Context: an optimization exercise on an open-source flow, tuned for small area, a short achievable clock period and few clock cycles per item. The choices shown serve that exercise and are no tape-out recipe.
No functional check of the RTL was part of any run shown here.
Power and IR drop assume default switching activity.

$ cat flow/run.sh
#!/bin/bash
# synth_recipe.tcl (not shown) runs the flow's synth.tcl, then flattens the netlist and writes it again
# the make line also repeats each setting of config.mk as NAME=value (left out here)
make -C /OpenROAD-flow-scripts/flow DESIGN_CONFIG=/design/flow/config.mk WORK_HOME=/design/flow/orfs CLKGATE_MAP_FILE= SYNTH_SCRIPT=/design/flow/synth_recipe.tcl finish
$ cat flow/config.mk
export PLATFORM = sky130hd
export DESIGN_NAME = delayed_event_flag_table_unit
export DESIGN_NICKNAME = delayed_event_flag_table_unit
export VERILOG_FILES = /design/flow/design.v
export SDC_FILE = /design/flow/constraint.sdc
export NUM_CORES = 4
export LEC_CHECK = 0
export CAP_MARGIN = 20
export CORE_MARGIN = 2
export CORE_UTILIZATION = 40
export SETUP_SLACK_MARGIN = 4.5
export SLEW_MARGIN = 20
$ cat flow/constraint.sdc
create_clock -name core_clock -period 7.0 [get_ports {i_clk}]
set_input_delay 1.4000 -clock core_clock [delete_from_list [all_inputs] [get_ports {i_clk}]]
set_output_delay 1.4000 -clock core_clock [all_outputs]
set_load 0.01 [all_outputs]
$ cat flow/design.v
package defet_pkg;
    localparam int EVENT_COUNT = 256;
    localparam int EVT_IDX_W   = $clog2(EVENT_COUNT);
    localparam int ID_W        = 16;
    localparam int TIME_W      = 32;
    localparam int BND_W       = 9;
    localparam int CFG_IDX_W   = 2;
    localparam int CFG_DATA_W  = 32;
    typedef enum logic [1:0] {
        FUNC_SET   = 2'd0,
        FUNC_CLEAR = 2'd1,
        FUNC_DSET  = 2'd2,
        FUNC_GET   = 2'd3
    } t_func;
    typedef enum logic [CFG_IDX_W-1:0] {
        CFG_LONG_DELAY  = 2'd0,
        CFG_SHORT_DELAY = 2'd1,
        CFG_SHORT_START = 2'd2,
        CFG_NODLY_START = 2'd3
    } t_cfg_reg;
    typedef struct packed {
        logic [TIME_W-1:0] long_delay;
        logic [TIME_W-1:0] short_delay;
        logic [BND_W-1:0]  short_start;
        logic [BND_W-1:0]  nodly_start;
    } t_cfg;
    localparam logic [TIME_W-1:0] LONG_DELAY_RST  = TIME_W'(60000);
    localparam logic [TIME_W-1:0] SHORT_DELAY_RST = TIME_W'(10000);
    localparam logic [BND_W-1:0]  SHORT_START_RST = BND_W'(64);
    localparam logic [BND_W-1:0]  NODLY_START_RST = BND_W'(128);
endpackage
module defet_sub_time (
    input  logic [31:0] i_a,
    input  logic [31:0] i_b,
    output logic [31:0] o_diff
);
    logic [31:0] g [6];
    logic [31:0] p [6];
    always_comb begin
        g[0] = i_a & ~i_b;
        p[0] = i_a | ~i_b;
        g[0][0] = p[0][0];   
        for (int l = 0; l < 5; l++) begin
            for (int i = 0; i < 32; i++) begin
                if (((i >> l) & 1) == 1) begin
                    g[l+1][i] = g[l][i] | (p[l][i] & g[l][((i >> l) << l) - 1]);
                    p[l+1][i] = p[l][i] & p[l][((i >> l) << l) - 1];
                end else begin
                    g[l+1][i] = g[l][i];
                    p[l+1][i] = p[l][i];
                end
            end
        end
        o_diff = i_a ^ ~i_b ^ {g[5][30:0], 1'b1};
    end
endmodule
module defet_gt_time (
    input  logic [31:0] i_a,
    input  logic [31:0] i_b,
    output logic        o_gt
);
    logic [31:0] g [6];
    logic [31:0] p [6];
    always_comb begin
        g[0] = i_a & ~i_b;
        p[0] = i_a | ~i_b;
        for (int l = 0; l < 5; l++) begin
            for (int i = 0; i < 32; i++) begin
                if (i % (2 << l) == (2 << l) - 1) begin
                    g[l+1][i] = g[l][i] | (p[l][i] & g[l][i - (1 << l)]);
                    p[l+1][i] = p[l][i] & p[l][i - (1 << l)];
                end else begin
                    g[l+1][i] = g[l][i];
                    p[l+1][i] = p[l][i];
                end
            end
        end
        o_gt = g[5][31];
    end
endmodule
module defet_cfg_regs (
    input  logic                                i_clk,
    input  logic                                i_rst_n,
    input  logic                                i_cfg_we,
    input  logic [defet_pkg::CFG_IDX_W-1:0]     i_cfg_idx,
    input  logic [defet_pkg::CFG_DATA_W-1:0]    i_cfg_data,
    output defet_pkg::t_cfg                     o_cfg
);
    defet_pkg::t_cfg r_cfg;
    defet_pkg::t_cfg n_cfg;
    always_comb begin
        n_cfg = r_cfg;
        if (i_cfg_we) begin
            case (i_cfg_idx)
                defet_pkg::CFG_LONG_DELAY:  n_cfg.long_delay  = i_cfg_data[defet_pkg::TIME_W-1:0];
                defet_pkg::CFG_SHORT_DELAY: n_cfg.short_delay = i_cfg_data[defet_pkg::TIME_W-1:0];
                defet_pkg::CFG_SHORT_START: n_cfg.short_start = i_cfg_data[defet_pkg::BND_W-1:0];
                defet_pkg::CFG_NODLY_START: n_cfg.nodly_start = i_cfg_data[defet_pkg::BND_W-1:0];
                default:                    n_cfg = r_cfg;
            endcase
        end
    end
    always_ff @(posedge i_clk) begin
        if (!i_rst_n) begin
            r_cfg.long_delay  <= defet_pkg::LONG_DELAY_RST;
            r_cfg.short_delay <= defet_pkg::SHORT_DELAY_RST;
            r_cfg.short_start <= defet_pkg::SHORT_START_RST;
            r_cfg.nodly_start <= defet_pkg::NODLY_START_RST;
        end else begin
            r_cfg <= n_cfg;
        end
    end
    assign o_cfg = r_cfg;
endmodule
module defet_flag_table (
    input  logic        i_clk,
    input  logic [3:0]  i_rd_hi,
    input  logic [15:0] i_rd_lo,
    output logic        o_rd_pending,
    output logic        o_rd_holdoff,
    input  logic [7:0]  i_wr_idx,
    input  logic        i_wr_en,
    input  logic        i_wr_all,
    input  logic        i_wr_pending,
    input  logic        i_wr_holdoff
);
    logic [255:0] r_pending;
    logic [255:0] r_holdoff;
    logic [15:0]  hi;
    logic [15:0]  lo;
    logic [15:0]  grp_pending;
    logic [15:0]  grp_holdoff;
    always_comb begin
        for (int g = 0; g < 16; g++) begin
            hi[g] = (i_wr_en && i_wr_idx[7:4] == 4'(g)) || i_wr_all;
            lo[g] = (i_wr_idx[3:0] == 4'(g)) || i_wr_all;
        end
    end
    always_ff @(posedge i_clk) begin
        for (int r = 0; r < 256; r++) begin
            if (hi[r / 16] && lo[r % 16]) begin
                r_pending[r] <= i_wr_pending;
                r_holdoff[r] <= i_wr_holdoff;
            end
        end
    end
    always_comb begin
        for (int g = 0; g < 16; g++) begin
            grp_pending[g] = |(i_rd_lo & r_pending[g*16 +: 16]);
            grp_holdoff[g] = |(i_rd_lo & r_holdoff[g*16 +: 16]);
        end
    end
    assign o_rd_pending = grp_pending[i_rd_hi];
    assign o_rd_holdoff = grp_holdoff[i_rd_hi];
endmodule
import defet_pkg::*;
module delayed_event_flag_table_unit (
    input  logic                              i_clk,
    input  logic                              i_rst_n,
    input  logic                              i_cfg_we,
    input  logic [defet_pkg::CFG_IDX_W-1:0]   i_cfg_idx,
    input  logic [defet_pkg::CFG_DATA_W-1:0]  i_cfg_data,
    input  logic                              i_in_valid,
    output logic                              o_in_stall,
    input  logic [1:0]                        i_func,
    input  logic [defet_pkg::ID_W-1:0]        i_event_id,
    input  logic [defet_pkg::TIME_W-1:0]      i_now_time,
    output logic                              o_out_valid,
    input  logic                              i_out_stall,
    output logic                              o_delivered,
    output logic                              o_in_range
);
    localparam int QD  = 8;        
    localparam int CAP = QD + 1;   
    defet_pkg::t_cfg cfg;
    defet_cfg_regs u_cfg (
        .i_clk      (i_clk),
        .i_rst_n    (i_rst_n),
        .i_cfg_we   (i_cfg_we),
        .i_cfg_idx  (i_cfg_idx),
        .i_cfg_data (i_cfg_data),
        .o_cfg      (cfg)
    );
    logic       r_stall;
    logic [3:0] r_owed;
    logic       r_ov;
    logic       acc;
    logic       take;
    logic [3:0] n_owed;
    assign acc    = i_in_valid && !r_stall;
    assign take   = r_ov && !i_out_stall;
    assign n_owed = r_owed + 4'(acc) - 4'(take);
    always_ff @(posedge i_clk) begin
        if (!i_rst_n) begin
            r_owed  <= '0;
            r_stall <= 1'b0;
        end else begin
            r_owed  <= n_owed;
            r_stall <= (n_owed >= 4'(CAP));
        end
    end
    logic              in_range;
    logic              s0_v;
    logic [1:0]        s0_func;
    logic [7:0]        s0_id;
    logic [15:0]       s0_lo;
    logic              s0_inr;
    logic              s0_bs;
    logic              s0_bn;
    logic [TIME_W-1:0] s0_el;
    logic [TIME_W-1:0] r_stamp;
    logic [TIME_W-1:0] el;
    assign in_range = (i_event_id[15:8] == 8'd0);
    defet_sub_time u_el (
        .i_a    (i_now_time),
        .i_b    (r_stamp),
        .o_diff (el)
    );
    always_ff @(posedge i_clk) begin
        s0_v    <= i_rst_n && acc;
        s0_func <= i_func;
        s0_id   <= i_event_id[7:0];
        for (int l = 0; l < 16; l++) begin
            s0_lo[l] <= (i_event_id[3:0] == 4'(l));
        end
        s0_inr  <= in_range;
        s0_bs   <= ({1'b0, i_event_id[7:0]} < cfg.short_start);
        s0_bn   <= ({1'b0, i_event_id[7:0]} < cfg.nodly_start);
        s0_el   <= el;
    end
    always_ff @(posedge i_clk) begin
        if (!i_rst_n) begin
            r_stamp <= '0;
        end else if (acc && in_range && i_func == FUNC_DSET) begin
            r_stamp <= i_now_time;
        end
    end
    logic       ok;
    logic       tb_p;
    logic       tb_h;
    logic       s1_v;
    logic       s1_hit;
    logic       s1_clr;
    logic [1:0] s1_func;
    logic [7:0] s1_id;
    logic       s1_inr;
    logic       s1_bn;
    logic       s1_ok;
    logic       s1_tbp;
    logic       s1_tbh;
    logic       s1_fwd;
    logic       s1_fwp;
    logic       s1_fwh;
    logic       cur_p;
    logic       cur_h;
    logic       ready;
    logic       wr_p;
    logic       wr_h;
    logic       gt_long;
    logic       gt_short;
    defet_gt_time u_gt_long (
        .i_a  (s0_el),
        .i_b  (cfg.long_delay),
        .o_gt (gt_long)
    );
    defet_gt_time u_gt_short (
        .i_a  (s0_el),
        .i_b  (cfg.short_delay),
        .o_gt (gt_short)
    );
    always_comb begin
        if (s0_bs)      ok = gt_long;
        else if (s0_bn) ok = gt_short;
        else            ok = 1'b1;
    end
    assign cur_p = s1_fwd ? s1_fwp : s1_tbp;
    assign cur_h = s1_fwd ? s1_fwh : s1_tbh;
    assign ready = cur_p && (!cur_h || s1_ok);
    always_comb begin
        wr_p = cur_p;
        wr_h = cur_h;
        case (s1_func)
            FUNC_SET:   wr_p = 1'b1;
            FUNC_CLEAR: wr_p = 1'b0;
            FUNC_DSET: begin
                wr_p = 1'b1;
                wr_h = cur_h || s1_bn;
            end
            default: begin
                if (ready) begin
                    wr_p = 1'b0;
                    wr_h = 1'b0;
                end
            end
        endcase
        if (s1_clr) begin
            wr_p = 1'b0;
            wr_h = 1'b0;
        end
    end
    defet_flag_table u_table (
        .i_clk        (i_clk),
        .i_rd_hi      (s0_id[7:4]),
        .i_rd_lo      (s0_lo),
        .o_rd_pending (tb_p),
        .o_rd_holdoff (tb_h),
        .i_wr_idx     (s1_id),
        .i_wr_en      (s1_hit),
        .i_wr_all     (s1_clr),
        .i_wr_pending (wr_p),
        .i_wr_holdoff (wr_h)
    );
    always_ff @(posedge i_clk) begin
        s1_v    <= i_rst_n && s0_v;
        s1_hit  <= i_rst_n && s0_v && s0_inr;
        s1_clr  <= !i_rst_n;
        s1_func <= s0_func;
        s1_id   <= s0_id;
        s1_inr  <= s0_inr;
        s1_bn   <= s0_bn;
        s1_ok   <= ok;
        s1_tbp  <= tb_p;
        s1_tbh  <= tb_h;
        s1_fwd  <= s1_clr || (s1_hit && s0_id == s1_id);
        s1_fwp  <= wr_p;
        s1_fwh  <= wr_h;
    end
    logic [1:0] q_mem [QD];
    logic [3:0] q_wr;
    logic [3:0] q_rd;
    logic       q_empty;
    logic       r_del;
    logic       r_inr;
    assign q_empty = (q_wr == q_rd);
    always_ff @(posedge i_clk) begin
        if (s1_v) begin
            q_mem[q_wr[2:0]] <= {s1_hit && s1_func == FUNC_GET && ready, s1_inr};
        end
        if (!r_ov || !i_out_stall) begin
            {r_del, r_inr} <= q_mem[q_rd[2:0]];
        end
    end
    always_ff @(posedge i_clk) begin
        if (!i_rst_n) begin
            q_wr <= '0;
            q_rd <= '0;
            r_ov <= 1'b0;
        end else begin
            if (s1_v) begin
                q_wr <= q_wr + 4'd1;
            end
            if (!r_ov || !i_out_stall) begin
                r_ov <= !q_empty;
                if (!q_empty) begin
                    q_rd <= q_rd + 4'd1;
                end
            end
        end
    end
    assign o_in_stall  = r_stall;
    assign o_out_valid = r_ov;
    assign o_delivered = r_del;
    assign o_in_range  = r_inr;
endmodule
==> results of run 1 <==
[metrics by stage]
stage	hold slack, ns	utilization [%]
2_1_floorplan	0.310	-
3_3_place_gp	0.320	43.4
3_5_place_dp	0.318	43.4
4_1_cts	0.321	47.8
5_1_grt	0.324	48.6
6_report	0.310	48.6
[cell type report]
cell class,instances,area [µm²],share of cell area (%)
Antenna cell,1,2.50,0.00692
Clock inverter,29,250,0.692
Timing Repair Buffer,180,1820,5.03
Multi-Input combinational cell,1441,10100,27.9
Sequential cell,741,20100,55.7
Inverter,150,581,1.61
Tap cell,969,1210,3.35
Clock buffer,104,2070,5.72
[where the power goes]
part | switching (W) | total, W | leakage, nW | internal [W]
Combinational | 0.000543 | 0.000845 | 4.79 | 0.000302
Clock | 0.00168 | 0.00386 | 1.14 | 0.00218
Sequential | 0.000112 | 0.00510 | 6.88 | 0.00499
[layout by cell type, fill, tap and decap left out, types with 15 or more instances in the layout]
cell and instances:
sky130_fd_sc_hd__a21oi_1 102, sky130_fd_sc_hd__a21oi_2 31, sky130_fd_sc_hd__a221oi_1 40, sky130_fd_sc_hd__a222oi_1 32, sky130_fd_sc_hd__a22o_1 34, sky130_fd_sc_hd__a22oi_1 127
sky130_fd_sc_hd__buf_4 58, sky130_fd_sc_hd__buf_6 20, sky130_fd_sc_hd__clkbuf_1 23, sky130_fd_sc_hd__clkbuf_16 78, sky130_fd_sc_hd__clkdlybuf4s50_1 53, sky130_fd_sc_hd__clkinv_2 16
sky130_fd_sc_hd__dfxtp_1 206, sky130_fd_sc_hd__edfxtp_1 530, sky130_fd_sc_hd__ha_1 52, sky130_fd_sc_hd__inv_1 125, sky130_fd_sc_hd__inv_2 21, sky130_fd_sc_hd__nand2_1 185
sky130_fd_sc_hd__nand2b_1 19, sky130_fd_sc_hd__nand3_1 36, sky130_fd_sc_hd__nand4_1 38, sky130_fd_sc_hd__nor2_1 368, sky130_fd_sc_hd__nor2_4 19, sky130_fd_sc_hd__nor2b_1 15
sky130_fd_sc_hd__nor3_1 17, sky130_fd_sc_hd__xnor2_1 17, sky130_fd_sc_hd__xor2_1 26
[synth_stat cells (9+ instances only)]
cell type,number
sky130_fd_sc_hd__a2111oi_0,12
sky130_fd_sc_hd__nand4_1,38
sky130_fd_sc_hd__dfxtp_1,211
sky130_fd_sc_hd__a22oi_1,129
sky130_fd_sc_hd__a21o_1,13
sky130_fd_sc_hd__a221oi_1,43
sky130_fd_sc_hd__maj3_1,10
sky130_fd_sc_hd__inv_1,142
sky130_fd_sc_hd__a21oi_1,146
sky130_fd_sc_hd__nand2_1,185
sky130_fd_sc_hd__xor2_1,26
sky130_fd_sc_hd__o211ai_1,14
sky130_fd_sc_hd__ha_1,79
sky130_fd_sc_hd__nor3_1,20
sky130_fd_sc_hd__nor2b_1,19
sky130_fd_sc_hd__a22o_1,34
sky130_fd_sc_hd__nand3_1,37
sky130_fd_sc_hd__nand2b_1,22
sky130_fd_sc_hd__mux2i_1,13
sky130_fd_sc_hd__xnor2_1,20
sky130_fd_sc_hd__a31oi_1,16
sky130_fd_sc_hd__nor2_1,389
sky130_fd_sc_hd__clkbuf_1,130
sky130_fd_sc_hd__a222oi_1,32
sky130_fd_sc_hd__edfxtp_1,530
sky130_fd_sc_hd__o21ai_0,13
sky130_fd_sc_hd__o22ai_1,9
[state kept, by name, indices dropped and copies added (netlist names), 2 cells and up]
signal	count
s0_el	32
s1_func	2
s0_id	8
r_stamp	32
u_table.r_holdoff	256
s0_lo	16
q_mem	16
u_cfg.r_cfg	82
q_wr	4
q_rd	4
r_owed	4
u_table.r_pending	256
s1_id	8
s0_func	2
[kinds of logic after synthesis]
family | Yosys count | synth area share (%)
buffers and inverters | 286 | 3.61
AOI/OAI and AO/OA | 521 | 12.4
DFF | 741 | 66.9
and+or+nand+nor | 752 | 10.7
adders and majority gates | 100 | 4.20
muxes | 19 | 0.807
xor gates and xnor gates | 46 | 1.34
[timing repair]
action	in CTS	in global routing
buffers inserted	28	18
endpoints found under the setup margin	352	245
pin swaps	55	55
gates resized for setup	225	115
gates cloned	5	0
hold endpoints to repair	0	0
[critical path: cells and delay by family]
kind,cells,cell delay (ns)
fa+ha+maj,3,0.91
buf+inv,3,0.16
compound gates,4,0.94
simple gates,2,0.20
[worst paths after layout]
| path | slack, ns | endpoint | cells past startpoint |
|---|---|---|---|
| worst max-delay path | 3.89 | s0_el[16] | 12 |
| worst min-delay path | 0.31 | s1_func[0] | 0 |
| worst max register to register | 4.42 | s0_el[16] | 10 |
| worst min register to register | 0.31 | s1_func[0] | 0 |
[layer usage]
metal | track usage [%] | vias up | wire length (µm) | part of all wire (%)
met5 | 0 | - | 111 | 0.13
met3 | 5.01 | 190 | 6770 | 8.0
met1 | 26.7 | 10200 | 33600 | 40
met2 | 35.8 | 762 | 40900 | 49
met4 | 7.42 | 18 | 2710 | 3.2
li1 | - | 9305 | - | -
==> summary.json, run 1 <==
{
  "floorplan.rows": {"value": 100},
  "cts_tree": {"value": "built"},
  "post_synth_arst_share": {"value": 0, "unit": "%"},
  "fmax": {"value": 0.321, "unit": "GHz"},
  "floorplan.die.height": {"value": 278, "unit": "µm"},
  "syn-cell-area": {"value": 30100, "unit": "µm²"},
  "report.final.hold_viol_count": {"value": 0},
  "clock_tree.root_cell": {"value": "sky130_fd_sc_hd__clkbuf_16"},
  "cp.arrival": {"value": 3.61, "unit": "ns"},
  "critical-path-slowest-cell": {"value": "sky130_fd_sc_hd__fa_2"},
  "finalMaxSlewViolations": {"value": 0},
  "groute.usage.overall": {"value": 21.2, "unit": "%"},
  "antenna_violating_nets_left": {"value": 0},
  "synth_largest_type_area_fraction": {"value": 52.9, "unit": "%"},
  "layout_setup_ws": {"value": 3.89, "unit": "ns"},
  "initial_utilization": {"value": 40.4, "unit": "%"},
  "clkSinkCount": {"value": 741},
  "floorplan.die.width": {"value": 278, "unit": "µm"},
  "outcome": {"value": "no timing/DRC/antenna violations"},
  "drive_gt1_share": {"value": 15.8, "unit": "%"},
  "syn_inst": {"value": 2465},
  "worstReg2RegStart": {"value": "r_stamp[0]"},
  "finalWeightedCongestion": {"value": 0.843},
  "cts_hold_buf": {"value": 0},
  "first_global_vias": {"value": 20700},
  "vias_per_cell": {"value": 5.67},
  "final_design_area_no_fill": {"value": 36100, "unit": "µm²"},
  "rsz0062_at_grt": {"value": "yes"},
  "ys_warn_count": {"value": 9},
  "first_iter_violations": {"value": 2280},
  "antenna_violations_before_repair": {"value": 9},
  "area_contributors_post_synth": {"value": "sky130_fd_sc_hd__edfxtp_1, sky130_fd_sc_hd__dfxtp_1, sky130_fd_sc_hd__nor2_1"},
  "grt_first_pass_wirelength": {"value": 124, "unit": "mm"},
  "hpwlAfterDp": {"value": 45.9, "unit": "mm"},
  "synthesis.nets": {"value": 2639},
  "grt_start_max_net_pins": {"value": 258},
  "synth_seq_cells": {"value": 741},
  "syn_avg_cell_area": {"value": 12.2, "unit": "µm²"},
  "drc": {"value": 0},
  "timing.final.setup_violations": {"value": 0},
  "clk_pin_slew_worst_paths": {"value": 0.06, "unit": "ns"},
  "fraction_of_the_yosys_area_taken_by_sequential_cells": {"value": 66.9, "unit": "%"},
  "clock_skews": {"value": 0.0300, "unit": "ns"},
  "numPortBuffers": {"value": 92},
  "cp_max_fo": {"value": 3},
  "final.fill_count": {"value": 6429},
  "clock_tree.htree_level_count": {"value": 3},
  "pwr_density_cell": {"value": 271, "unit": "nW/µm²"},
  "place_worst_setup_slack": {"value": 2.52, "unit": "ns"},
  "data_required_time_of_the_worst_path": {"value": 7.49, "unit": "ns"},
  "ios": {"value": 93},
  "placed_cells_incl_taps": {"value": 3430},
  "count_of_distinct_cell_types_in_the_synthesized_netlist": {"value": 73},
  "endpoint_kind": {"value": "flip-flop"},
  "routed_wirelength": {"value": 84.2, "unit": "mm"},
  "tightest_slew": {"value": 1.27, "unit": "ns"},
  "tritoncts.num_buffers": {"value": 77},
  "fin_cells": {"value": 3615},
  "crit_path_max_incr_delay": {"value": 0.41, "unit": "ns"},
  "global_route.overflow_total": {"value": 0},
  "first_pass_iters": {"value": 6},
  "critPathLaunchType": {"value": "input port"},
  "power_leakage": {"value": 12.8, "unit": "nW"},
  "worst_skew_pair_latency": {"value": 0.63, "unit": "ns"},
  "timing.critical_path.from": {"value": "i_now_time[0]"},
  "area_growth": {"value": 20.2, "unit": "%"},
  "power.total": {"value": 0.00981, "unit": "W"},
  "final_min_period_over_clock_period": {"value": 44.5, "unit": "%"},
  "hp-start": {"value": "s0_func[0]"},
  "nNetsFinal": {"value": 2765},
  "cts-root-to-sink-buffers": {"value": 3},
  "floorplan.die_area": {"value": 77400, "unit": "µm²"},
  "route.detailed.wl_per_inst": {"value": 23.3, "unit": "µm"},
  "synth-main-ff-cell": {"value": "sky130_fd_sc_hd__edfxtp_1"},
  "crit_type": {"value": "input port to flip-flop"},
  "placeableCoreArea": {"value": 74400, "unit": "µm²"},
  "dr_total_vias": {"value": 20500},
  "path_cells": {"value": "buf_6 > inv_4 > ha_4 > fa_2 > o21ba_4 > nor4_4 > o31a_1 > o21a_1 > nor2_4 > o21ba_4 > inv_2 > fa_2"},
  "postPlaceCellArea": {"value": 32300, "unit": "µm²"},
  "totalNegativeSetupSlack": {"value": 0, "unit": "ns"},
  "synth_top_cell_by_area": {"value": "sky130_fd_sc_hd__edfxtp_1"},
  "worstHoldPathType": {"value": "flip-flop to flip-flop"},
  "slew_headroom": {"value": 15.6, "unit": "%"},
  "finalCriticalPeriod": {"value": 3.11, "unit": "ns"},
  "maxCapViolCount": {"value": 0},
  "synth-edff-count": {"value": 530},
  "max_vdd_drop": {"value": 155, "unit": "µV"}
}
==> run 2, diff against run 1 <==
--- a/flow/config.mk
+++ b/flow/config.mk
@@ -9,4 +9,4 @@
 export CORE_MARGIN = 2
 export CORE_UTILIZATION = 40
-export SETUP_SLACK_MARGIN = 4.5
+export SETUP_SLACK_MARGIN = 4.0
 export SLEW_MARGIN = 20
==> run 2 against run 1 <==
Against the previous run:
- first-iteration DRC count is 3.5% higher
- critical path depth stayed put
- cell count is 0.47% lower
- core utilization is 0.98 points lower
- die area stayed put
- worst setup slack better by 0.026 ns
- worst hold slack hardly changed
- combinational power is 4.5% lower
- non-clock buffer count is 18 lower
- via count is 0.59% lower
- critical endpoint unchanged
- largest power group unchanged
- highest routed layer unchanged
==> summary.json, run 2 <==
{
  "outcome": {"value": "no timing/DRC/antenna violations"},
  "nNetsFinal": {"value": 2747},
  "clock_skews": {"value": 0.0303, "unit": "ns"},
  "slew_headroom": {"value": 19.3, "unit": "%"},
  "final_min_period_over_clock_period": {"value": 44.1, "unit": "%"},
  "fraction_of_the_yosys_area_taken_by_sequential_cells": {"value": 66.9, "unit": "%"},
  "layout_setup_ws": {"value": 3.91, "unit": "ns"},
  "finalCriticalPeriod": {"value": 3.09, "unit": "ns"},
  "final_common_cell": {"value": "sky130_fd_sc_hd__edfxtp_1"},
  "placeableCoreArea": {"value": 74400, "unit": "µm²"},
  "ff2ff_path_depth": {"value": 9},
  "max_vdd_drop": {"value": 156, "unit": "µV"},
  "worstHoldPathType": {"value": "flip-flop to flip-flop"},
  "drc": {"value": 0},
  "area_growth": {"value": 17.7, "unit": "%"},
  "hpwlAfterDp": {"value": 45.9, "unit": "mm"},
  "critPathLaunchType": {"value": "input port"},
  "report.final.hold_viol_count": {"value": 0},
  "synthesis.nets": {"value": 2639},
  "synth_seq_cells": {"value": 741},
  "grt_first_pass_wirelength": {"value": 123, "unit": "mm"},
  "first_pass_iters": {"value": 8},
  "finalMaxSlewViolations": {"value": 0},
  "endpoint_kind": {"value": "flip-flop"},
  "critical-path-slowest-cell": {"value": "sky130_fd_sc_hd__fa_2"},
  "path_cells": {"value": "buf_6 > inv_4 > ha_4 > fa_2 > o21ba_4 > nor4_4 > o31a_1 > o21a_1 > nor2_4 > o21ba_4 > inv_2 > fa_2"},
  "antenna_violations_before_repair": {"value": 9},
  "clkSinkCount": {"value": 741},
  "syn_inst": {"value": 2465},
  "crit_path_max_incr_delay": {"value": 0.41, "unit": "ns"},
  "groute.usage.overall": {"value": 21.0, "unit": "%"},
  "worst_skew_pair_latency": {"value": 0.63, "unit": "ns"},
  "data_required_time_of_the_worst_path": {"value": 7.49, "unit": "ns"},
  "rsz0062_at_grt": {"value": "yes"},
  "dr_total_vias": {"value": 20400},
  "power_leakage": {"value": 12.6, "unit": "nW"},
  "floorplan.rows": {"value": 100},
  "worstReg2RegStart": {"value": "s0_lo[0]"},
  "first_global_vias": {"value": 20500},
  "maxCapViolCount": {"value": 0},
  "layout_top_registers": {"value": "u_table.r_holdoff (256), u_table.r_pending (256), u_cfg.r_cfg (82)"},
  "clock_tree.htree_level_count": {"value": 3},
  "syn_avg_cell_area": {"value": 12.2, "unit": "µm²"},
  "clk_pin_slew_worst_paths": {"value": 0.06, "unit": "ns"},
  "cts_hold_buf": {"value": 0},
  "synth_top_cell_by_area": {"value": "sky130_fd_sc_hd__edfxtp_1"},
  "cts-root-to-sink-buffers": {"value": 3},
  "reg2reg_slack": {"value": 4.18, "unit": "ns"},
  "drive_gt1_share": {"value": 11.9, "unit": "%"},
  "totalNegativeSetupSlack": {"value": 0, "unit": "ns"},
  "area_contributors_post_synth": {"value": "sky130_fd_sc_hd__edfxtp_1, sky130_fd_sc_hd__dfxtp_1, sky130_fd_sc_hd__nor2_1"},
  "timing.critical_path.from": {"value": "i_now_time[0]"},
  "cp-endpoint": {"value": "s0_el[16]"},
  "floorplan.die.width": {"value": 278, "unit": "µm"},
  "cp.arrival": {"value": 3.58, "unit": "ns"},
  "floorplan.die_area": {"value": 77400, "unit": "µm²"},
  "ys_warn_count": {"value": 9},
  "most_numerous_cell_types_in_the_synthesized_netlist": {"value": "sky130_fd_sc_hd__edfxtp_1, sky130_fd_sc_hd__nor2_1, sky130_fd_sc_hd__dfxtp_1, sky130_fd_sc_hd__nand2_1, sky130_fd_sc_hd__a21oi_1"},
  "tritoncts.num_buffers": {"value": 77},
  "floorplan.die.height": {"value": 278, "unit": "µm"},
  "yosysMostFrequentCell": {"value": "sky130_fd_sc_hd__edfxtp_1"},
  "fmax": {"value": 0.324, "unit": "GHz"},
  "place_worst_setup_slack": {"value": 2.52, "unit": "ns"},
  "antenna_violating_nets_left": {"value": 0},
  "crit_type": {"value": "input port to flip-flop"},
  "finalWeightedCongestion": {"value": 0.843},
  "timing.final.setup_violations": {"value": 0},
  "numPortBuffers": {"value": 92},
  "tightest_slew": {"value": 1.21, "unit": "ns"},
  "synth-main-ff-cell": {"value": "sky130_fd_sc_hd__edfxtp_1"},
  "pwr_density_cell": {"value": 276, "unit": "nW/µm²"},
  "clock_tree.root_cell": {"value": "sky130_fd_sc_hd__clkbuf_16"},
  "cts_tree": {"value": "built"},
  "post_synth_arst_share": {"value": 0, "unit": "%"},
  "syn-cell-area": {"value": 30100, "unit": "µm²"},
  "layout_common_cells": {"value": "sky130_fd_sc_hd__edfxtp_1, sky130_fd_sc_hd__nor2_1, sky130_fd_sc_hd__dfxtp_1"},
  "ios": {"value": 93},
  "initial_utilization": {"value": 40.4, "unit": "%"},
  "vias_per_cell": {"value": 5.66},
  "cp_max_fo": {"value": 3},
  "synth_largest_type_area_fraction": {"value": 52.9, "unit": "%"},
  "critical_path.reg2reg.endpoint": {"value": "s1_tbh"},
  "global_route.overflow_total": {"value": 0},
  "synth-edff-count": {"value": 530},
  "first_iter_violations": {"value": 2360},
  "route.detailed.wl_per_inst": {"value": 23.0, "unit": "µm"},
  "grt_start_max_net_pins": {"value": 258},
  "count_of_distinct_cell_types_in_the_synthesized_netlist": {"value": 73},
  "routed_wirelength": {"value": 82.9, "unit": "mm"}
}
run 2: cell counts after synthesis:
Identical to the previous run, type by type.
run 2: worst min path at each step:
| stage | from | to | slack (ns) | cells past startpoint |
|---|---|---|---|---|
| floorplan | s0_func[0] | s1_func[0] | 0.31 | 0 |
| global placement | s0_func[0] | s1_func[0] | 0.32 | 0 |
| detailed placement | s0_func[0] | s1_func[0] | 0.32 | 0 |
| CTS | s0_func[0] | s1_func[0] | 0.32 | 0 |
| global route | s0_func[0] | s1_func[0] | 0.32 | 0 |
| finish | s0_func[0] | s1_func[0] | 0.31 | 0 |
run 2: logic make-up (layout without fill, tap and decap cells):
group           Yosys count  count (layout)  synth area share [%]
mux                      19              19                 0.807
buf+inv                 286             445                  3.61
other cells               0               2                     0
simple gates            752             755                  10.7
compound gates          521             521                  12.4
flops                   741             741                  66.9
xor+xnor                 46              46                  1.34
fa+ha+maj               100             100                  4.20
run 2: final cells by class:
type / instances / area, µm²
antenna: 2 / 5.00
clock buffer: 104 / 2070
clock inverter: 29 / 250
fill: 6503 / 39000
inverter: 150 / 581
multi-input combinational: 1441 / 9650
sequential: 741 / 20100
tap: 969 / 1210
timing repair buffer: 162 / 1510
run 2: metal layers:
metal	vias to the layer above	track usage (%)	share of wire [%]
met2	839	35.2	48
met5	-	0	0.13
met3	193	5.00	8.5
met1	10100	26.5	39
li1	9253	-	-
met4	16	7.36	3.5
run 2: timing repair:
action | CTS | global route
pin swaps | 28 | 29
cloned | 3 | 0
setup buffers | 21 | 9
resized for setup | 81 | 60
setup endpoints to repair | 60 | 22
run 2: stage by stage:
step	instances	power [W]	instance area, µm²	util [%]	hold slack [ns]
global placement	3429	0.00594	32300	43.4	0.320
floorplan	2465	0.00562	30100	-	0.310
CTS	3587	0.00981	35100	47.2	0.321
finish	3598	0.00976	35400	47.6	0.310
detailed placement	3430	0.00597	32300	43.4	0.318
global route	3596	0.0101	35400	47.6	0.325
run 2: critical path: cells and delay by family:
kind / cells / cell delay [ns]
adder cells (fa/ha/maj): 3 / 0.90
AO/OA/AOI/OAI: 4 / 0.93
buffers and inverters: 3 / 0.16
AND/OR/NAND/NOR: 2 / 0.19
run 2: where the power goes:
part / internal, W / switching (W)
registers: 0.00499 / 0.000110
clock network: 0.00218 / 0.00167
logic: 0.000279 / 0.000527
==> run 3, diff against run 2 <==
--- a/flow/design.v
+++ b/flow/design.v
@@ -88,25 +88,16 @@
 );
     defet_pkg::t_cfg r_cfg;
-    defet_pkg::t_cfg n_cfg;
-    always_comb begin
-        n_cfg = r_cfg;
-        if (i_cfg_we) begin
-            case (i_cfg_idx)
-                defet_pkg::CFG_LONG_DELAY:  n_cfg.long_delay  = i_cfg_data[defet_pkg::TIME_W-1:0];
-                defet_pkg::CFG_SHORT_DELAY: n_cfg.short_delay = i_cfg_data[defet_pkg::TIME_W-1:0];
-                defet_pkg::CFG_SHORT_START: n_cfg.short_start = i_cfg_data[defet_pkg::BND_W-1:0];
-                defet_pkg::CFG_NODLY_START: n_cfg.nodly_start = i_cfg_data[defet_pkg::BND_W-1:0];
-                default:                    n_cfg = r_cfg;
-            endcase
-        end
-    end
     always_ff @(posedge i_clk) begin
-        if (!i_rst_n) begin
-            r_cfg.long_delay  <= defet_pkg::LONG_DELAY_RST;
-            r_cfg.short_delay <= defet_pkg::SHORT_DELAY_RST;
-            r_cfg.short_start <= defet_pkg::SHORT_START_RST;
-            r_cfg.nodly_start <= defet_pkg::NODLY_START_RST;
-        end else begin
-            r_cfg <= n_cfg;
+        if (!i_rst_n || (i_cfg_we && i_cfg_idx == defet_pkg::CFG_LONG_DELAY)) begin
+            r_cfg.long_delay  <= i_rst_n ? i_cfg_data[defet_pkg::TIME_W-1:0] : defet_pkg::LONG_DELAY_RST;
+        end
+        if (!i_rst_n || (i_cfg_we && i_cfg_idx == defet_pkg::CFG_SHORT_DELAY)) begin
+            r_cfg.short_delay <= i_rst_n ? i_cfg_data[defet_pkg::TIME_W-1:0] : defet_pkg::SHORT_DELAY_RST;
+        end
+        if (!i_rst_n || (i_cfg_we && i_cfg_idx == defet_pkg::CFG_SHORT_START)) begin
+            r_cfg.short_start <= i_rst_n ? i_cfg_data[defet_pkg::BND_W-1:0] : defet_pkg::SHORT_START_RST;
+        end
+        if (!i_rst_n || (i_cfg_we && i_cfg_idx == defet_pkg::CFG_NODLY_START)) begin
+            r_cfg.nodly_start <= i_rst_n ? i_cfg_data[defet_pkg::BND_W-1:0] : defet_pkg::NODLY_START_RST;
         end
     end
==> flow/flow/run.sh (new file) <==
#!/bin/bash
# The standard layout (the standard.sh: ORFS from the standard synthesis to
# the final layout), with two changes:
#  - the port buffers are sky130_fd_sc_hd__buf_2 cells instead of the delay
#    buffers that buffer_ports picks by default;
#  - clock tree synthesis adds no dummy loads.
# ORFS's own logs stay under orfs/logs; make's output goes to flow.log.
set -euo pipefail
export BUFFER_PORTS_ARGS="-buffer_cell sky130_fd_sc_hd__buf_2"
export CTS_ARGS="-sink_clustering_enable -repair_clock_nets -dont_use_dummy_load"
bash standard.sh > flow.log 2>&1
==> flow/standard.sh (new file) <==
#!/bin/bash
# synth_recipe.tcl (not shown) runs the flow's synth.tcl, then flattens the netlist and writes it again
# the make line also repeats each setting of config.mk as NAME=value (left out here)
make -C /OpenROAD-flow-scripts/flow DESIGN_CONFIG=/design/flow/config.mk WORK_HOME=/design/flow/orfs CLKGATE_MAP_FILE= SYNTH_SCRIPT=/design/flow/synth_recipe.tcl "${@:-finish}"
--- a/flow/config.mk
+++ b/flow/config.mk
@@ -9,4 +9,4 @@
 export CORE_MARGIN = 2
 export CORE_UTILIZATION = 40
-export SETUP_SLACK_MARGIN = 4.0
+export SETUP_SLACK_MARGIN = 4.5
 export SLEW_MARGIN = 20
removed: flow/run.sh
==> run 3 against run 2 <==
Against the previous run:
- critical path depth unchanged
- count of clock-buffer cells in the layout fell by 28
- non-clock buffer count is 27 higher
- synthesized cell count decreased by 7.8%
- core utilization about the same
- via count down 3.7%
- die area up 0.45%
- combinational power is about 10% higher
==> summary.json, run 3 <==
{
  "syn-cell-area": {"value": 30200, "unit": "µm²"},
  "worstReg2RegStart": {"value": "r_stamp[21]"},
  "met1_usage": {"value": 26.9, "unit": "%"},
  "cts-root-to-sink-buffers": {"value": 3},
  "dr_total_vias": {"value": 19600},
  "clock_tree.htree_level_count": {"value": 3},
  "pwr-share-clk": {"value": 35.6, "unit": "%"},
  "first_pass_iters": {"value": 6},
  "drc": {"value": 0},
  "final_min_period_over_clock_period": {"value": 45.6, "unit": "%"},
  "power_leakage": {"value": 12.7, "unit": "nW"},
  "finalWeightedCongestion": {"value": 0.873},
  "synth-edff-count": {"value": 612},
  "clkSinkCount": {"value": 741},
  "tritoncts.num_buffers": {"value": 76},
  "floorplan.rows": {"value": 100},
  "worst_skew_pair_latency": {"value": 0.61, "unit": "ns"},
  "totalNegativeSetupSlack": {"value": 0, "unit": "ns"},
  "internal-power": {"value": 0.00735, "unit": "W"},
  "floorplan.die.width": {"value": 279, "unit": "µm"},
  "yosysMostFrequentCell": {"value": "sky130_fd_sc_hd__edfxtp_1"},
  "floorplan.die_area": {"value": 77800, "unit": "µm²"},
  "final.fill_count": {"value": 6556},
  "syn_inst": {"value": 2272},
  "report.final.hold_viol_count": {"value": 0},
  "synthesis.nets": {"value": 2446},
  "postPlaceCellArea": {"value": 32200, "unit": "µm²"},
  "antenna_violating_nets_left": {"value": 0},
  "most_numerous_cell_types_in_the_synthesized_netlist": {"value": "sky130_fd_sc_hd__edfxtp_1, sky130_fd_sc_hd__nor2_1, sky130_fd_sc_hd__inv_1, sky130_fd_sc_hd__dfxtp_1, sky130_fd_sc_hd__clkbuf_1"},
  "sequentialPowerShare": {"value": 55.1, "unit": "%"},
  "layout_common_cells": {"value": "sky130_fd_sc_hd__edfxtp_1, sky130_fd_sc_hd__nor2_1, sky130_fd_sc_hd__inv_1"},
  "vias_per_cell": {"value": 5.78},
  "endpoint_kind": {"value": "flip-flop"},
  "maxCapViolCount": {"value": 0},
  "layout_top_registers": {"value": "u_table.r_holdoff (256), u_table.r_pending (256), u_cfg.r_cfg (82)"},
  "area_contributors_post_synth": {"value": "sky130_fd_sc_hd__edfxtp_1, sky130_fd_sc_hd__dfxtp_1, sky130_fd_sc_hd__nor2_1"},
  "synth_top_cell_by_area": {"value": "sky130_fd_sc_hd__edfxtp_1"},
  "data_required_time_of_the_worst_path": {"value": 7.47, "unit": "ns"},
  "rsz0062_at_grt": {"value": "yes"},
  "antenna_violations_before_repair": {"value": 1},
  "fmax": {"value": 0.313, "unit": "GHz"},
  "outcome": {"value": "no timing/DRC/antenna violations"},
  "hpwlAfterDp": {"value": 47.3, "unit": "mm"},
  "synth_seq_cells": {"value": 741},
  "timing.critical_path.from": {"value": "i_now_time[21]"},
  "sw_frac_of_total": {"value": 23.1, "unit": "%"},
  "switching_power": {"value": 0.00220, "unit": "W"},
  "max_vdd_drop": {"value": 171, "unit": "µV"},
  "drive_gt1_share": {"value": 16.6, "unit": "%"},
  "critical_path.reg2reg.endpoint": {"value": "s0_el[31]"},
  "placed_cells_incl_taps": {"value": 3267},
  "final.hold.worst_slack": {"value": 0.326, "unit": "ns"},
  "crit_type": {"value": "input port to flip-flop"},
  "cts_tree": {"value": "built"},
  "path_cells": {"value": "buf_8 > inv_6 > ha_4 > or4_4 > or2_4 > nor4_4 > o21ai_1 > a311oi_2 > buf_4 > a21oi_2 > a221oi_2 > xnor2_1"},
  "clk_pin_slew_worst_paths": {"value": 0.06, "unit": "ns"},
  "final_common_cell": {"value": "sky130_fd_sc_hd__edfxtp_1"},
  "initial_utilization": {"value": 40.5, "unit": "%"},
  "route.detailed.wl_per_inst": {"value": 24.3, "unit": "µm"},
  "post_synth_arst_share": {"value": 0, "unit": "%"},
  "placeableCoreArea": {"value": 74600, "unit": "µm²"},
  "area_growth": {"value": 17.3, "unit": "%"},
  "fraction_of_the_yosys_area_taken_by_sequential_cells": {"value": 69.4, "unit": "%"},
  "grt.met3_usage": {"value": 3.79, "unit": "%"},
  "first_global_vias": {"value": 20000},
  "pwr_density_cell": {"value": 270, "unit": "nW/µm²"},
  "cp_max_fo": {"value": 4},
  "worstHoldPathType": {"value": "flip-flop to flip-flop"},
  "finalMaxSlewViolations": {"value": 0},
  "critical-path-slowest-cell": {"value": "sky130_fd_sc_hd__or4_4"},
  "grt_start_max_net_pins": {"value": 258},
  "synth-main-ff-cell": {"value": "sky130_fd_sc_hd__edfxtp_1"},
  "grt_first_pass_wirelength": {"value": 122, "unit": "mm"},
  "count_of_distinct_cell_types_in_the_synthesized_netlist": {"value": 67},
  "clock_skews": {"value": 0.0372, "unit": "ns"},
  "cp-endpoint": {"value": "s0_el[31]"},
  "first_iter_violations": {"value": 2080},
  "synth_largest_type_area_fraction": {"value": 60.8, "unit": "%"},
  "routed_wirelength": {"value": 82.5, "unit": "mm"},
  "global_route.overflow_total": {"value": 0},
  "fin_cells": {"value": 3395},
  "numPortBuffers": {"value": 92},
  "share_comb_of_total_power": {"value": 9.3, "unit": "%"},
  "tightest_slew": {"value": 1.41, "unit": "ns"},
  "syn_avg_cell_area": {"value": 13.3, "unit": "µm²"},
  "clock_tree.root_cell": {"value": "sky130_fd_sc_hd__clkbuf_16"},
  "grt_use_met2": {"value": 35.2, "unit": "%"},
  "cp.arrival": {"value": 3.66, "unit": "ns"},
  "final_design_area_no_fill": {"value": 35500, "unit": "µm²"},
  "groute.usage.overall": {"value": 20.8, "unit": "%"},
  "floorplan.die.height": {"value": 279, "unit": "µm"},
  "reg2reg_slack": {"value": 4.36, "unit": "ns"},
  "ys_warn_count": {"value": 9},
  "critPathLaunchType": {"value": "input port"},
  "finalCriticalPeriod": {"value": 3.20, "unit": "ns"},
  "nNetsFinal": {"value": 2601},
  "grt_busiest_layer": {"value": "met2"},
  "crit_path_max_incr_delay": {"value": 0.53, "unit": "ns"},
  "slew_headroom": {"value": 6.23, "unit": "%"},
  "ios": {"value": 93},
  "ff2ff_path_depth": {"value": 10},
  "timing.final.setup_violations": {"value": 0}
}
run 3: cell types whose count changed after synthesis, sizes merged, moves of 21 or more:
cell / previous run / this run
a22oi: 129 / 91
edfxtp: 530 / 612
clkbuf: 130 / 106
dfxtp: 211 / 129
nand2: 185 / 53
a21oi: 146 / 82
nand3: 37 / 15
and2: 6 / 36
nand2b: 22 / 43
run 3: timing repair:
item,in CTS,in global routing
setup endpoints to repair,208,313
cloned,3,2
pin swaps,45,45
resized for setup,120,85
buffers inserted,29,16
hold buffers,0,0
run 3: logic make-up after synthesis:
group / Yosys count / synth area share [%]
multiplexers: 12 / 0.613
AO/OA/AOI/OAI: 455 / 11.2
AND/OR/NAND/NOR: 654 / 9.90
flip-flops: 741 / 69.4
buffers and inverters: 259 / 3.22
adder cells (fa/ha/maj): 107 / 4.41
XOR/XNOR: 44 / 1.28
run 3: routing by layer:
layer	vias to the layer above	share of wire, %
li1	8760	-
met1	9856	40
met2	852	49
met3	160	7.8
met4	0	2.9
met5	-	0
run 3: cell type report:
type | instances | area, µm² | share of cell area [%]
antenna | 1 | 2.50 | 0.00706
clock buffer | 76 | 1900 | 5.36
inverter | 144 | 549 | 1.55
multi-input combinational | 1275 | 9180 | 25.9
sequential | 741 | 21000 | 59.2
tap | 969 | 1210 | 3.42
timing repair buffer | 189 | 1640 | 4.62
run 3: worst min-delay path by stage:
stage	startpoint	end	slack [ns]	cells after the start
after detailed placement	s0_func[0]	s1_func[0]	0.31	0
final	s0_func[0]	s1_func[0]	0.33	0
after global routing	s0_func[0]	s1_func[0]	0.33	0
after CTS	s0_func[0]	s1_func[0]	0.33	0
after floorplan	s0_func[0]	s1_func[0]	0.31	0
after global placement	s0_func[1]	s1_func[1]	0.31	0
run 3: stage by stage:
| step | total power, W | setup slack [ns] | utilization, % |
|---|---|---|---|
| after CTS | 0.00958 | 3.80 | 46.8 |
| after global routing | 0.00988 | 3.72 | 47.6 |
| final | 0.00956 | 3.80 | 47.6 |
| after global placement | 0.00613 | 2.76 | 43.1 |
| after floorplan | 0.00581 | 1.89 | - |
| after detailed placement | 0.00616 | 2.74 | 43.1 |
run 3: worst max-delay path, delay by kind of cell:
kind	cells	cell delay [ns]
xor+xnor	1	0.10
buf+inv	3	0.30
simple gates	3	0.98
fa+ha+maj	1	0.15
compound gates	4	0.73
run 3: power groups by stage:
stage,clock network [W],registers [W],logic [W]
final,0.00340,0.00526,0.000890
after global routing,0.00362,0.00529,0.000971
after CTS,0.00347,0.00526,0.000849
after detailed placement,0,0.00535,0.000811
after global placement,0,0.00534,0.000787
after floorplan,0,0.00531,0.000499
==> run 4, diff against run 3 <==
--- a/flow/design.v
+++ b/flow/design.v
@@ -30,39 +30,16 @@
     localparam logic [BND_W-1:0]  NODLY_START_RST = BND_W'(128);
 endpackage
-module defet_sub_time (
+module defet_carry32 (
     input  logic [31:0] i_a,
     input  logic [31:0] i_b,
-    output logic [31:0] o_diff
+    input  logic        i_ci,
+    output logic        o_co
 );
     logic [31:0] g [6];
     logic [31:0] p [6];
     always_comb begin
-        g[0] = i_a & ~i_b;
-        p[0] = i_a | ~i_b;
-        g[0][0] = p[0][0];   
-        for (int l = 0; l < 5; l++) begin
-            for (int i = 0; i < 32; i++) begin
-                if (((i >> l) & 1) == 1) begin
-                    g[l+1][i] = g[l][i] | (p[l][i] & g[l][((i >> l) << l) - 1]);
-                    p[l+1][i] = p[l][i] & p[l][((i >> l) << l) - 1];
-                end else begin
-                    g[l+1][i] = g[l][i];
-                    p[l+1][i] = p[l][i];
-                end
-            end
-        end
-        o_diff = i_a ^ ~i_b ^ {g[5][30:0], 1'b1};
-    end
-endmodule
-module defet_gt_time (
-    input  logic [31:0] i_a,
-    input  logic [31:0] i_b,
-    output logic        o_gt
-);
-    logic [31:0] g [6];
-    logic [31:0] p [6];
-    always_comb begin
-        g[0] = i_a & ~i_b;
-        p[0] = i_a | ~i_b;
+        g[0] = i_a & i_b;
+        p[0] = i_a | i_b;
+        g[0][0] = g[0][0] | (p[0][0] & i_ci);
         for (int l = 0; l < 5; l++) begin
             for (int i = 0; i < 32; i++) begin
@@ -76,7 +53,27 @@
             end
         end
-        o_gt = g[5][31];
+        o_co = g[5][31];
     end
 endmodule
+module defet_delay_cmp (
+    input  logic [31:0] i_now,
+    input  logic [31:0] i_stamp,
+    input  logic        i_now_ge_stamp,
+    input  logic [31:0] i_delay,
+    output logic        o_gt
+);
+    logic [31:0] sv;
+    logic [31:0] cv;
+    logic        co;
+    assign sv = i_now ^ ~i_stamp ^ ~i_delay;
+    assign cv = (i_now & ~i_stamp) | (i_now & ~i_delay) | (~i_stamp & ~i_delay);
+    defet_carry32 u_co (
+        .i_a  (sv),
+        .i_b  ({cv[30:0], 1'b0}),
+        .i_ci (1'b1),
+        .o_co (co)
+    );
+    assign o_gt = i_now_ge_stamp ? (co && cv[31]) : (co ^ cv[31]);
+endmodule
 module defet_cfg_regs (
     input  logic                                i_clk,
@@ -191,5 +188,4 @@
         end
     end
-    logic              in_range;
     logic              s0_v;
     logic [1:0]        s0_func;
@@ -197,15 +193,6 @@
     logic [15:0]       s0_lo;
     logic              s0_inr;
-    logic              s0_bs;
-    logic              s0_bn;
-    logic [TIME_W-1:0] s0_el;
+    logic [TIME_W-1:0] s0_now;
     logic [TIME_W-1:0] r_stamp;
-    logic [TIME_W-1:0] el;
-    assign in_range = (i_event_id[15:8] == 8'd0);
-    defet_sub_time u_el (
-        .i_a    (i_now_time),
-        .i_b    (r_stamp),
-        .o_diff (el)
-    );
     always_ff @(posedge i_clk) begin
         s0_v    <= i_rst_n && acc;
@@ -215,14 +202,12 @@
             s0_lo[l] <= (i_event_id[3:0] == 4'(l));
         end
-        s0_inr  <= in_range;
-        s0_bs   <= ({1'b0, i_event_id[7:0]} < cfg.short_start);
-        s0_bn   <= ({1'b0, i_event_id[7:0]} < cfg.nodly_start);
-        s0_el   <= el;
+        s0_inr  <= (i_event_id[15:8] == 8'd0);
+        s0_now  <= i_now_time;
     end
     always_ff @(posedge i_clk) begin
         if (!i_rst_n) begin
             r_stamp <= '0;
-        end else if (acc && in_range && i_func == FUNC_DSET) begin
-            r_stamp <= i_now_time;
+        end else if (s0_v && s0_inr && s0_func == FUNC_DSET) begin
+            r_stamp <= s0_now;
         end
     end
@@ -248,20 +233,35 @@
     logic       wr_p;
     logic       wr_h;
+    logic       now_ge_stamp;
     logic       gt_long;
     logic       gt_short;
-    defet_gt_time u_gt_long (
-        .i_a  (s0_el),
-        .i_b  (cfg.long_delay),
-        .o_gt (gt_long)
+    logic       below_short;
+    logic       below_nodly;
+    defet_carry32 u_ge (
+        .i_a  (s0_now),
+        .i_b  (~r_stamp),
+        .i_ci (1'b1),
+        .o_co (now_ge_stamp)
+    );
+    defet_delay_cmp u_gt_long (
+        .i_now          (s0_now),
+        .i_stamp        (r_stamp),
+        .i_now_ge_stamp (now_ge_stamp),
+        .i_delay        (cfg.long_delay),
+        .o_gt           (gt_long)
     );
-    defet_gt_time u_gt_short (
-        .i_a  (s0_el),
-        .i_b  (cfg.short_delay),
-        .o_gt (gt_short)
+    defet_delay_cmp u_gt_short (
+        .i_now          (s0_now),
+        .i_stamp        (r_stamp),
+        .i_now_ge_stamp (now_ge_stamp),
+        .i_delay        (cfg.short_delay),
+        .o_gt           (gt_short)
     );
+    assign below_short = ({1'b0, s0_id} < cfg.short_start);
+    assign below_nodly = ({1'b0, s0_id} < cfg.nodly_start);
     always_comb begin
-        if (s0_bs)      ok = gt_long;
-        else if (s0_bn) ok = gt_short;
-        else            ok = 1'b1;
+        if (below_short)      ok = gt_long;
+        else if (below_nodly) ok = gt_short;
+        else                  ok = 1'b1;
     end
     assign cur_p = s1_fwd ? s1_fwp : s1_tbp;
@@ -309,5 +309,5 @@
         s1_id   <= s0_id;
         s1_inr  <= s0_inr;
-        s1_bn   <= s0_bn;
+        s1_bn   <= below_nodly;
         s1_ok   <= ok;
         s1_tbp  <= tb_p;
--- a/flow/config.mk
+++ b/flow/config.mk
@@ -9,4 +9,6 @@
 export CORE_MARGIN = 2
 export CORE_UTILIZATION = 40
+export CTS_CLUSTER_DIAMETER = 80
+export CTS_CLUSTER_SIZE = 24
 export SETUP_SLACK_MARGIN = 4.5
 export SLEW_MARGIN = 20
==> run 4 against run 3 <==
Against the previous run:
- the layout now fails its checks (max-slew violations)
- core utilization shrank 1.1 points
- cell area shrank 0.43%
- routed wire length shrank 0.59%
- count of clock-buffer cells in the layout grew 2
- power grew 1.6%
- clock skew grew 0.037 ns
- critical path depth shrank 2
- die area grew 1.8%
- sequential share of layout area grew 0.14 points
- largest power group unchanged
- highest routed layer is now met5
==> summary.json, run 4 <==
{
  "route.detailed.wl_per_inst": {"value": 24.2, "unit": "µm"},
  "layout_setup_ws": {"value": 3.76, "unit": "ns"},
  "antenna_violating_nets_left": {"value": 0},
  "synth-edff-count": {"value": 612},
  "final_common_cell": {"value": "sky130_fd_sc_hd__edfxtp_1"},
  "worstReg2RegStart": {"value": "s0_now[12]"},
  "first_pass_iters": {"value": 6},
  "max_vdd_drop": {"value": 179, "unit": "µV"},
  "fmax": {"value": 0.308, "unit": "GHz"},
  "cp_max_fo": {"value": 3},
  "yosys.area_share.simple": {"value": 8.85, "unit": "%"},
  "finalWeightedCongestion": {"value": 0.833},
  "antenna_violations_before_repair": {"value": 2},
  "numPortBuffers": {"value": 92},
  "tritoncts.num_buffers": {"value": 78},
  "timing.critical_path.from": {"value": "s0_now[12]"},
  "clk_pin_slew_worst_paths": {"value": 0.06, "unit": "ns"},
  "crit_path_max_incr_delay": {"value": 0.56, "unit": "ns"},
  "finalMaxSlewViolations": {"value": 170},
  "critical-path-slowest-cell": {"value": "sky130_fd_sc_hd__o41ai_2"},
  "first_iter_violations": {"value": 2289},
  "area_growth": {"value": 14.8, "unit": "%"},
  "antennaDiodeCount": {"value": 0},
  "grt.met3_usage": {"value": 4.12, "unit": "%"},
  "ios": {"value": 93},
  "synth_largest_type_area_fraction": {"value": 59.7, "unit": "%"},
  "place_worst_setup_slack": {"value": 2.97, "unit": "ns"},
  "layout_top_registers": {"value": "u_table.r_holdoff (256), u_table.r_pending (256), u_cfg.r_cfg (82)"},
  "number_of_buffers_and_inverters_on_the_critical_path": {"value": 1},
  "endpoint_kind": {"value": "flip-flop"},
  "nNetsFinal": {"value": 2603},
  "clkSinkCount": {"value": 739},
  "clock_tree.htree_level_count": {"value": 3},
  "cp.arrival": {"value": 3.71, "unit": "ns"},
  "clock_tree.root_cell": {"value": "sky130_fd_sc_hd__clkbuf_16"},
  "groute.usage.overall": {"value": 21.0, "unit": "%"},
  "floorplan.die.height": {"value": 281, "unit": "µm"},
  "crit_family": {"value": "compound AO/OA/AOI/OAI gates"},
  "floorplan.die.width": {"value": 281, "unit": "µm"},
  "data_required_time_of_the_worst_path": {"value": 7.47, "unit": "ns"},
  "main_combinational_cell_family_by_area_after_synthesis": {"value": "compound AO/OA/AOI/OAI gates"},
  "vias_per_cell": {"value": 5.67},
  "cts_tree": {"value": "built"},
  "first_global_vias": {"value": 19900},
  "most_numerous_cell_types_in_the_synthesized_netlist": {"value": "sky130_fd_sc_hd__edfxtp_1, sky130_fd_sc_hd__nor2_1, sky130_fd_sc_hd__inv_1, sky130_fd_sc_hd__dfxtp_1, sky130_fd_sc_hd__nand2_1"},
  "routed_wirelength": {"value": 82.1, "unit": "mm"},
  "hp-start": {"value": "s0_func[1]"},
  "grt_start_max_net_pins": {"value": 258},
  "power.total": {"value": 0.00971, "unit": "W"},
  "fraction_of_the_yosys_area_taken_by_sequential_cells": {"value": 68.0, "unit": "%"},
  "report.final.hold_viol_count": {"value": 0},
  "hpwlAfterDp": {"value": 47.6, "unit": "mm"},
  "synth_fa_ha_area_share": {"value": 8.01, "unit": "%"},
  "floorplan.die_area": {"value": 79100, "unit": "µm²"},
  "final_min_period_over_clock_period": {"value": 46.4, "unit": "%"},
  "cts_hold_buf": {"value": 0},
  "initial_utilization": {"value": 40.4, "unit": "%"},
  "grt_use_met2": {"value": 34.4, "unit": "%"},
  "synth-xor-area-share": {"value": 0.541, "unit": "%"},
  "placeableCoreArea": {"value": 76100, "unit": "µm²"},
  "worstHoldPathType": {"value": "flip-flop to flip-flop"},
  "yosysMostFrequentCell": {"value": "sky130_fd_sc_hd__edfxtp_1"},
  "grt_busiest_layer": {"value": "met2"},
  "drc": {"value": 0},
  "power_leakage": {"value": 12.6, "unit": "nW"},
  "layout_common_cells": {"value": "sky130_fd_sc_hd__edfxtp_1, sky130_fd_sc_hd__nor2_1, sky130_fd_sc_hd__inv_1"},
  "rsz0062_at_grt": {"value": "yes"},
  "clock_skews": {"value": 0.0738, "unit": "ns"},
  "cts-root-to-sink-buffers": {"value": 3},
  "worst_skew_pair_latency": {"value": 0.63, "unit": "ns"},
  "syn_avg_cell_area": {"value": 13.8, "unit": "µm²"},
  "syn_inst": {"value": 2234},
  "post_synth_arst_share": {"value": 0, "unit": "%"},
  "violatedChecks": {"value": "max-slew violations"},
  "maxCapViolCount": {"value": 0},
  "ys_warn_count": {"value": 6},
  "tightest_slew": {"value": 1.70, "unit": "ns"},
  "synth_seq_cells": {"value": 739},
  "syn-cell-area": {"value": 30800, "unit": "µm²"},
  "slew_headroom": {"value": -13.1, "unit": "%"},
  "totalNegativeSetupSlack": {"value": 0, "unit": "ns"},
  "share_of_the_synthesized_area_in_compound_gates_ao_oa_aoi_oai": {"value": 10.9, "unit": "%"},
  "pwr_density_cell": {"value": 275, "unit": "nW/µm²"},
  "crit_type": {"value": "flip-flop to flip-flop"},
  "area_contributors_post_synth": {"value": "sky130_fd_sc_hd__edfxtp_1, sky130_fd_sc_hd__dfxtp_1, sky130_fd_sc_hd__fa_1"},
  "grt_first_pass_wirelength": {"value": 123, "unit": "mm"},
  "global_route.overflow_total": {"value": 0},
  "met1_usage": {"value": 28.1, "unit": "%"},
  "count_of_distinct_cell_types_in_the_synthesized_netlist": {"value": 68},
  "critPathLaunchType": {"value": "flip-flop"},
  "timing.final.setup_violations": {"value": 0},
  "synthesis.nets": {"value": 2473},
  "outcome": {"value": "finished with violations"},
  "synth-main-ff-cell": {"value": "sky130_fd_sc_hd__edfxtp_1"},
  "drive_gt1_share": {"value": 13.8, "unit": "%"},
  "synth_mux_area_share": {"value": 0.635, "unit": "%"},
  "dr_total_vias": {"value": 19200},
  "finalCriticalPeriod": {"value": 3.24, "unit": "ns"},
  "path_cells": {"value": "inv_1 > fa_1 > a222oi_1 > nand2_1 > o41ai_2 > a32o_1 > a211o_1 > ha_1 > mux2i_1 > a22oi_1"},
  "floorplan.rows": {"value": 101},
  "synth_top_cell_by_area": {"value": "sky130_fd_sc_hd__edfxtp_1"}
}
-- run 4: changes by cell type in the layout (fill, tap and decap cells not counted), sizes merged, moves of 13 or more --
cell and change:
nor2 -78, fa +59, nand2 +59, buf -24, nor2b -19, a22oi +17, nand2b -14, xnor2 -13
-- run 4: logic make-up (layout without fill, tap and decap cells) --
group                    count (synthesis)  in the layout
buffers and inverters                  249            377
AO/OA/AOI/OAI                          448            448
flip-flops                             739            739
XOR/XNOR                                19             19
AND/OR/NAND/NOR                        606            606
adder cells (fa/ha/maj)                160            160
multiplexers                            13             13
-- run 4: metrics by stage --
stage                     util (%)  instances  hold slack (ns)  area [µm²]
after floorplan                  -       2234            0.337       30800
after global placement        43.0       3292            0.347       32700
after detailed placement      43.0       3292            0.352       32700
after CTS                     46.0       3381            0.362       35000
after global routing          46.4       3392            0.373       35300
final                         46.4       3392            0.359       35300
-- run 4: final cells by class --
class / instances / area, µm²
Clock buffer: 78 / 1950
Fill cell: 6775 / 40800
Inverter: 136 / 515
Multi-Input combinational cell: 1246 / 9400
Sequential cell: 739 / 20900
Tap cell: 1030 / 1290
Timing Repair Buffer: 163 / 1210
-- run 4: power breakdown --
part           total (W)  switching [W]  internal, W
Sequential       0.00526       0.000131      0.00512
Combinational   0.000986       0.000631     0.000354
Clock            0.00347        0.00152      0.00195
-- run 4: path summary, 6_finish.rpt --
| check | endpoint | slack, ns | cells past startpoint |
|---|---|---|---|
| setup / recovery | s1_ok | 3.76 | 10 |
| hold / removal | s1_func[1] | 0.36 | 0 |
| setup reg to reg | s1_ok | 3.76 | 10 |
| hold reg to reg | s1_func[1] | 0.36 | 0 |
-- run 4: layer usage --
layer | share of wire, % | up-vias
li1 | - | 8573
met1 | 41 | 9685
met2 | 48 | 833
met3 | 8.6 | 131
met4 | 2.3 | 4
met5 | 0.026 | -
-- run 4: repair_timing --
action,CTS,global route
resized for setup,63,27
buffers inserted,11,11
pin swaps,18,14
cloned,0,0
endpoints found under the setup margin,104,65
==> run 5, diff against run 4 <==
==> flow/run.sh (new file) <==
#!/bin/bash
# synth_recipe.tcl (not shown) runs the flow's synth.tcl, then flattens the netlist and writes it again
# the make line also repeats each setting of config.mk as NAME=value (left out here)
make -C /OpenROAD-flow-scripts/flow DESIGN_CONFIG=/design/flow/config.mk WORK_HOME=/design/flow/orfs CLKGATE_MAP_FILE= SYNTH_SCRIPT=/design/flow/synth_recipe.tcl finish
removed: flow/flow/run.sh
removed: flow/standard.sh
==> run 5 against run 4 <==
Against the previous run:
- the run now finishes clean
- power decreased by 8.3%
- core utilization decreased by 0.44 points
- synthesized cell count unchanged
- largest cell class unchanged
- largest power group unchanged
- register-to-register slack got worse by 0.03 ns
- highest routed layer unchanged
- cell area decreased by 0.96%
- via count decreased by 0.42%
==> summary.json, run 5 <==
{
  "post-route-util": {"value": 46.0, "unit": "%"},
  "fraction_of_the_yosys_area_taken_by_sequential_cells": {"value": 68.0, "unit": "%"},
  "placeableCoreArea": {"value": 76100, "unit": "µm²"},
  "syn-cell-area": {"value": 30800, "unit": "µm²"},
  "cp_max_fo": {"value": 2},
  "cp.arrival": {"value": 3.78, "unit": "ns"},
  "crit_path_max_incr_delay": {"value": 0.55, "unit": "ns"},
  "numPortBuffers": {"value": 92},
  "critical-path-slowest-cell": {"value": "sky130_fd_sc_hd__fa_1"},
  "yosysMostFrequentCell": {"value": "sky130_fd_sc_hd__edfxtp_1"},
  "synth_top_cell_by_area": {"value": "sky130_fd_sc_hd__edfxtp_1"},
  "synth-main-ff-cell": {"value": "sky130_fd_sc_hd__edfxtp_1"},
  "maxCapViolCount": {"value": 0},
  "syn_inst": {"value": 2234},
  "synth-edff-count": {"value": 612},
  "clk_pin_slew_worst_paths": {"value": 0.10, "unit": "ns"},
  "floorplan.die.width": {"value": 281, "unit": "µm"},
  "timing.final.setup_violations": {"value": 0},
  "finalMaxSlewViolations": {"value": 0},
  "finalCriticalPeriod": {"value": 3.28, "unit": "ns"},
  "number_of_buffers_and_inverters_on_the_critical_path": {"value": 0},
  "synthesis.nets": {"value": 2473},
  "area_contributors_post_synth": {"value": "sky130_fd_sc_hd__edfxtp_1, sky130_fd_sc_hd__dfxtp_1, sky130_fd_sc_hd__fa_1"},
  "worstHoldPathType": {"value": "flip-flop to flip-flop"},
  "drive_gt1_share": {"value": 9.46, "unit": "%"},
  "route.detailed.wl_per_inst": {"value": 23.8, "unit": "µm"},
  "totalNegativeSetupSlack": {"value": 0, "unit": "ns"},
  "layout_top_registers": {"value": "u_table.r_holdoff (256), u_table.r_pending (256), u_cfg.r_cfg (82)"},
  "antenna_violating_nets_left": {"value": 0},
  "cts_hold_buf": {"value": 0},
  "fmax": {"value": 0.305, "unit": "GHz"},
  "grt_first_pass_wirelength": {"value": 121, "unit": "mm"},
  "slew_headroom": {"value": 22.8, "unit": "%"},
  "antenna_violations_before_repair": {"value": 5},
  "dr_total_vias": {"value": 19100},
  "global_route.overflow_total": {"value": 0},
  "cts-root-to-sink-buffers": {"value": 3},
  "count_of_distinct_cell_types_in_the_synthesized_netlist": {"value": 68},
  "power_leakage": {"value": 12.3, "unit": "nW"},
  "synth_seq_cells": {"value": 739},
  "antennaDiodeCount": {"value": 0},
  "floorplan.die_area": {"value": 79100, "unit": "µm²"},
  "clkSinkCount": {"value": 739},
  "most_numerous_cell_types_in_the_synthesized_netlist": {"value": "sky130_fd_sc_hd__edfxtp_1, sky130_fd_sc_hd__nor2_1, sky130_fd_sc_hd__inv_1, sky130_fd_sc_hd__dfxtp_1, sky130_fd_sc_hd__nand2_1"},
  "vias_per_cell": {"value": 5.65},
  "clock_tree.root_cell": {"value": "sky130_fd_sc_hd__clkbuf_16"},
  "final_min_period_over_clock_period": {"value": 46.8, "unit": "%"},
  "floorplan.rows": {"value": 101},
  "outcome": {"value": "no timing/DRC/antenna violations"}
}
==> run 5: final timing paths <==
kind / start / endpoint / slack, ns / cells past startpoint
setup / recovery: u_cfg.r_cfg[46] / s1_ok / 3.72 / 11
hold reg to reg: s0_func[0] / s1_func[0] / 0.37 / 0
hold / removal: s0_func[0] / s1_func[0] / 0.37 / 0
setup reg to reg: u_cfg.r_cfg[46] / s1_ok / 3.72 / 11
==> run 5: power by group <==
| part | total [W] | switching (W) | internal [W] | leakage, nW |
|---|---|---|---|---|
| clock network | 0.00263 | 0.00147 | 0.00116 | 0.618 |
| registers | 0.00524 | 0.000128 | 0.00511 | 6.97 |
| logic | 0.00104 | 0.000640 | 0.000399 | 4.68 |
| total | 0.00890 | 0.00224 | 0.00666 | 12.3 |
==> run 5: per-stage QoR <==
step / setup slack (ns) / hold slack, ns / instances / power, W
after floorplan: 1.89 / 0.337 / 2234 / 0.00587
after global placement: 2.98 / 0.356 / 3290 / 0.00625
after detailed placement: 2.94 / 0.363 / 3290 / 0.00627
after CTS: 3.84 / 0.377 / 3385 / 0.00892
after global routing: 3.61 / 0.384 / 3387 / 0.00923
final: 3.72 / 0.375 / 3387 / 0.00890
==> run 5: cell type report <==
type                       instances  area [µm²]
sequential                       739       20900
multi-input combinational       1246        9410
timing repair buffer             165        1560
fill                            6759       41100
clock buffer                      54        1060
inverter                         136         515
clock inverter                    17         205
tap                             1030        1290
==> run 5: repair_timing <==
item | in CTS | in global routing
endpoints found under the hold margin | 0 | 0
resized for setup | 84 | 38
pin swaps | 19 | 15
buffers inserted | 24 | 2
setup endpoints to repair | 77 | 160
==> run 5: cells by family (layout without fill, tap and decap cells) <==
kind of cell	count (synthesis)	after routing	synth area share, %
XOR/XNOR	19	19	0.541
adder cells (fa/ha/maj)	160	160	8.01
multiplexers	13	13	0.635
buffers and inverters	249	372	3.04
AO/OA/AOI/OAI	448	448	10.9
AND/OR/NAND/NOR	606	606	8.85
flip-flops	739	739	68.0
==> run 5: routing by layer <==
layer	vias to the layer above	routed length, µm	track usage, %
li1	8507	-	-
met1	9707	33500	28.1
met2	800	38600	33.9
met3	122	6610	3.43
met4	10	1860	5.06
met5	-	61	0

Check on run 5: ideal ports give 3.725 ns setup slack; a clkbuf_16 on the clock port and buf_2 on the inputs give 3.725 ns; moving port delays by the midpoint clock arrival (0.664 ns) as well gives 3.725 ns.
